From an optimization exercise on the open Yosys and OpenROAD flow, aimed at small area and a short achievable clock period; shortcuts taken in it are not production practice. At most, simulation tests tie the RTL to the original design; equivalence was not proved. Power figures rest on the tool's default switching activity, not on a simulated workload.

==> v15 <==
// mem_responder
module mem_responder #(
    parameter int                ADDR_W    = 9,
    parameter int                DATA_W    = 16,
    parameter int                RAM_WORDS = 256,
    parameter logic [ADDR_W-1:0] LED_ADDR  = mem_pkg::LED_ADDR,
    parameter logic [ADDR_W-1:0] SW_ADDR   = mem_pkg::SW_ADDR
) (
    input  logic              clk,
    input  logic              reset,
    input  logic [1:0]        mem_cmd,
    input  logic [ADDR_W-1:0] mem_addr,
    input  logic [DATA_W-1:0] write_data,
    output logic [DATA_W-1:0] read_data,
    output logic              rd_valid,
    input  logic [7:0]        sw,
    output logic [7:0]        leds,
    output logic              err,
    output logic [ADDR_W-1:0] err_addr
);
    localparam int RAM_AW = $clog2(RAM_WORDS);
    logic              w_in_ram;
    logic              w_is_read;
    logic              w_is_write;
    logic              w_ram_we;
    logic              w_ram_re;
    logic              w_led_we;
    logic              w_sw_re;
    logic              w_bus_err;
    logic [DATA_W-1:0] w_keep;
    logic [DATA_W-1:0] w_rdata_d;
    logic [RAM_WORDS-1:0] w_wsel;
    logic [RAM_WORDS*DATA_W-1:0] w_mem;
    logic [DATA_W-1:0] r_mem [RAM_WORDS];
    logic [DATA_W-1:0] r_rdata;
    logic              r_rd_valid;
    logic [7:0]        r_leds;
    logic              r_err;
    logic [ADDR_W-1:0] r_err_addr;
    logic [7:0]        r_sync1;
    logic [7:0]        r_sync2;
    assign w_in_ram   = !mem_addr[ADDR_W-1];
    assign w_is_read  = (mem_cmd == mem_pkg::MEM_READ);
    assign w_is_write = (mem_cmd == mem_pkg::MEM_WRITE);
    assign w_ram_we   = w_is_write && w_in_ram;
    assign w_ram_re   = w_is_read && w_in_ram;
    assign w_led_we   = w_is_write && (mem_addr == LED_ADDR);
  ...
export LEC_CHECK = 0
export CAP_MARGIN = 20
export CORE_MARGIN = 2
export CORE_UTILIZATION = 65
export CTS_BUF_LIST = sky130_fd_sc_hd__clkbuf_8
export CTS_CLUSTER_DIAMETER = 200
export CTS_CLUSTER_SIZE = 16
export PLACE_DENSITY = 0.72
export SETUP_SLACK_MARGIN = 2.4
export SLEW_MARGIN = 20
export SYNTH_HIERARCHICAL = 1
export SYNTH_MINIMUM_KEEP_SIZE = 0
create_clock -name core_clock -period 5.0 [get_ports {clk}]
run.sh (not shown) runs the stock make flow with config.mk's settings and CLKGATE_MAP_FILE= SYNTH_SCRIPT=/design/flow/synth_recipe.tcl, a recipe that flattens the netlist after the stock synthesis.
==> inputs of v37, as changes to v15 <==
==> flow/design.v (replaced) <==
package mem_pkg;
    typedef enum logic [1:0] {
        MEM_NONE    = 2'b00,
        MEM_WRITE   = 2'b01,
        MEM_READ    = 2'b10,
        MEM_ILLEGAL = 2'b11
    } mem_cmd_t;
    localparam logic [8:0] LED_ADDR = 9'h100;
    localparam logic [8:0] SW_ADDR  = 9'h140;
    typedef enum logic {
        ST_IDLE,
        ST_RESP
    } rsp_state_t;
    typedef enum logic [1:0] {
        RSEL_ZERO,
        RSEL_RAM,
        RSEL_SW
    } rd_sel_t;
endpackage
module ram_aoi22 (
    input  logic a1, a2, b1, b2,
    output logic y
);
    assign y = !((a1 && a2) || (b1 && b2));
endmodule
module ram_nand4 (
    input  logic a, b, c, d,
    output logic y
);
    assign y = !(a && b && c && d);
endmodule
module ram_oai21 (
    input  logic a1, a2, b1,
    output logic y
);
    assign y = !((a1 || a2) && b1);
endmodule
module ram_nor4 (
    input  logic a, b, c, d,
    output logic y
);
    assign y = !(a || b || c || d);
endmodule
module ram_dec4 (
    input  logic [3:0]  a,
    output logic [15:0] y
);
    for (genvar i = 0; i < 16; i++) begin : g_y
        assign y[i] = (a == 4'(i));
    end
endmodule
module ram_rd_bit (
    input  logic [255:0] d,
    input  logic [15:0]  lo,
    input  logic [15:0]  hi,
    output logic         q_n
);
    logic [15:0] w_gn;
    logic [3:0]  w_p;
    for (genvar j = 0; j < 16; j++) begin : g_grp
        logic [7:0] w_y;
        logic [1:0] w_h;
        for (genvar k = 0; k < 8; k++) begin : g_pair
            ram_aoi22 u_aoi (
                .a1 (lo[2*k]),   .a2 (d[16*j + 2*k]),
                .b1 (lo[2*k+1]), .b2 (d[16*j + 2*k + 1]),
                .y  (w_y[k])
            );
        end
        ram_nand4 u_h0 (.a(w_y[0]), .b(w_y[1]), .c(w_y[2]), .d(w_y[3]), .y(w_h[0]));
        ram_nand4 u_h1 (.a(w_y[4]), .b(w_y[5]), .c(w_y[6]), .d(w_y[7]), .y(w_h[1]));
        ram_oai21 u_g (.a1(w_h[0]), .a2(w_h[1]), .b1(hi[j]), .y(w_gn[j]));
    end
    for (genvar q = 0; q < 4; q++) begin : g_quad
        ram_nand4 u_p (.a(w_gn[4*q]), .b(w_gn[4*q+1]), .c(w_gn[4*q+2]), .d(w_gn[4*q+3]),
                       .y(w_p[q]));
    end
    ram_nor4 u_q (.a(w_p[0]), .b(w_p[1]), .c(w_p[2]), .d(w_p[3]), .y(q_n));
endmodule
module ram_sp #(
    parameter int DEPTH = 256,
    parameter int WIDTH = 16,
    parameter int AW    = $clog2(DEPTH)
) (
    input  logic               i_we,
    input  logic [AW-1:0]      i_addr,
    input  logic [DEPTH*WIDTH-1:0] i_mem,
    output logic [DEPTH-1:0]   o_wsel,
    output logic [WIDTH-1:0]   o_rdata
);
    logic [15:0] w_lo;
    logic [15:0] w_hi;
    logic [WIDTH-1:0] w_q_n;
    ram_dec4 u_dlo (.a(i_addr[3:0]), .y(w_lo));
    ram_dec4 u_dhi (.a(i_addr[7:4]), .y(w_hi));
    for (genvar w = 0; w < DEPTH; w++) begin : g_wsel
        assign o_wsel[w] = i_we && w_hi[w/16] && w_lo[w%16];
    end
    for (genvar b = 0; b < WIDTH; b++) begin : g_bit
        logic [255:0] w_d;
        for (genvar w = 0; w < DEPTH; w++) begin : g_w
            assign w_d[w] = i_mem[w*WIDTH + b];
        end
        ram_rd_bit u_rd (.d(w_d), .lo(w_lo), .hi(w_hi), .q_n(w_q_n[b]));
    end
    assign o_rdata = ~w_q_n;
endmodule
module mem_responder #(
    parameter int                ADDR_W    = 9,
    parameter int                DATA_W    = 16,
    parameter int                RAM_WORDS = 256,
    parameter logic [ADDR_W-1:0] LED_ADDR  = mem_pkg::LED_ADDR,
    parameter logic [ADDR_W-1:0] SW_ADDR   = mem_pkg::SW_ADDR
) (
    input  logic              clk,
    input  logic              reset,
    input  logic [1:0]        mem_cmd,
    input  logic [ADDR_W-1:0] mem_addr,
    input  logic [DATA_W-1:0] write_data,
    output logic [DATA_W-1:0] read_data,
    output logic              rd_valid,
    input  logic [7:0]        sw,
    output logic [7:0]        leds,
    output logic              err,
    output logic [ADDR_W-1:0] err_addr
);
    localparam int RAM_AW = $clog2(RAM_WORDS);
    logic              w_in_ram;
    logic              w_is_read;
    logic              w_is_write;
    logic              w_ram_we;
    logic              w_ram_re;
    logic              w_led_we;
    logic              w_sw_re;
    logic              w_bus_err;
    logic [DATA_W-1:0] w_ram_q;
    logic [RAM_WORDS-1:0] w_wsel;
    logic [RAM_WORDS*DATA_W-1:0] w_mem;
    logic [DATA_W-1:0] r_mem [RAM_WORDS];
    logic [DATA_W-1:0] r_rdata;
    logic              r_rd_valid;
    logic [7:0]        r_leds;
    logic              r_err;
    logic [ADDR_W-1:0] r_err_addr;
    logic [7:0]        r_sync1;
    logic [7:0]        r_sync2;
    assign w_in_ram   = !mem_addr[ADDR_W-1];
    assign w_is_read  = (mem_cmd == mem_pkg::MEM_READ);
    assign w_is_write = (mem_cmd == mem_pkg::MEM_WRITE);
    assign w_ram_we   = w_is_write && w_in_ram;
    assign w_ram_re   = w_is_read && w_in_ram;
    assign w_led_we   = w_is_write && (mem_addr == LED_ADDR);
    assign w_sw_re    = w_is_read && (mem_addr == SW_ADDR);
    assign w_bus_err  = (mem_cmd == mem_pkg::MEM_ILLEGAL)
                     || (w_is_write && !w_in_ram && !(mem_addr == LED_ADDR))
                     || (w_is_read && !w_in_ram && !(mem_addr == SW_ADDR));
    ram_sp #(
        .DEPTH (RAM_WORDS),
        .WIDTH (DATA_W),
        .AW    (RAM_AW)
    ) u_ram (
        .i_we    (w_ram_we),
        .i_addr  (mem_addr[RAM_AW-1:0]),
        .i_mem   (w_mem),
        .o_wsel  (w_wsel),
        .o_rdata (w_ram_q)
    );
    for (genvar w = 0; w < RAM_WORDS; w++) begin : g_word
        always_ff @(posedge clk) begin
            if (w_wsel[w])
                r_mem[w] <= write_data;
        end
        assign w_mem[w*DATA_W +: DATA_W] = r_mem[w];
    end
    always_ff @(posedge clk or posedge reset) begin
        if (reset) begin
            r_rdata    <= '0;
            r_rd_valid <= 1'b0;
            r_leds     <= '0;
            r_err      <= 1'b0;
            r_err_addr <= '0;
            r_sync1    <= '0;
            r_sync2    <= '0;
        end else begin
            r_sync1    <= sw;
            r_sync2    <= r_sync1;
            r_rd_valid <= w_is_read;
            if (w_led_we)
                r_leds <= write_data[7:0];
            if (w_ram_re)
                r_rdata <= w_ram_q;
            if (w_sw_re)
                r_rdata <= {{(DATA_W-8){1'b0}}, r_sync2};
            if (w_bus_err && !r_err) begin
                r_err      <= 1'b1;
                r_err_addr <= mem_addr;
            end
        end
    end
    assign read_data = r_rdata;
    assign rd_valid  = r_rd_valid;
    assign leds      = r_leds;
    assign err       = r_err;
    assign err_addr  = r_err_addr;
endmodule
- CORE_UTILIZATION: 65 -> 45
- PLACE_DENSITY: 0.72 -> default
==> notes <==
In clock power, v37 and v15 hardly differ. In flip-flop and latch count, v15 and v37 do not differ. Of v15 and v37, v15 has the higher synthesized cell count (gap 3.8%, measured against v37). Against v15, the final cell count of v37 is higher by about 14%. Against v15, the global-route usage of v37 is lower by 11 points. Against v37, the core utilization of v15 is higher by 22 points. First-iteration DRC count: v15 is larger than v37 (50%). Against v37, the clock skew of v15 is lower by 0.017 ns.
For v37, only the layout was checked, not whether the RTL still works.

-- port drivers added, routing unchanged --
The flow's constraints put no driver on any port. The routed layouts listed below were extracted and timed again, unchanged, in two steps. Step 1: set_driving_cell puts a clkbuf_16 on clk and a buf_2 on each other input, an assumption about the parent block. Step 2 adds t to the input delays and takes it off the output delays; t is the mean of the earliest and latest rising clock arrival at the registers after step 1. Input paths then give back, and output paths get back, about the clock's delay inside the block. Three values: ideal ports, drivers, drivers and shift; two values: the first two.
run	shift t [ns]	setup WS [ns]	hold slack, ns	slew at the worst register clock pin (ns)	cell pins on the clock port's net
v15	1.161	1.942 / 1.950 / 0.789	0.216 / 0.183 / 0.360	0.11 / 0.11	1
v37	1.179	1.627 / 1.669 / 0.491	0.268 / 0.200 / 0.358	0.12 / 0.12	1
After both steps every run listed still meets setup and hold. For v15, which loses most, drivers alone change the setup slack by +0.008 ns; drivers and shift together by -1.153 ns.
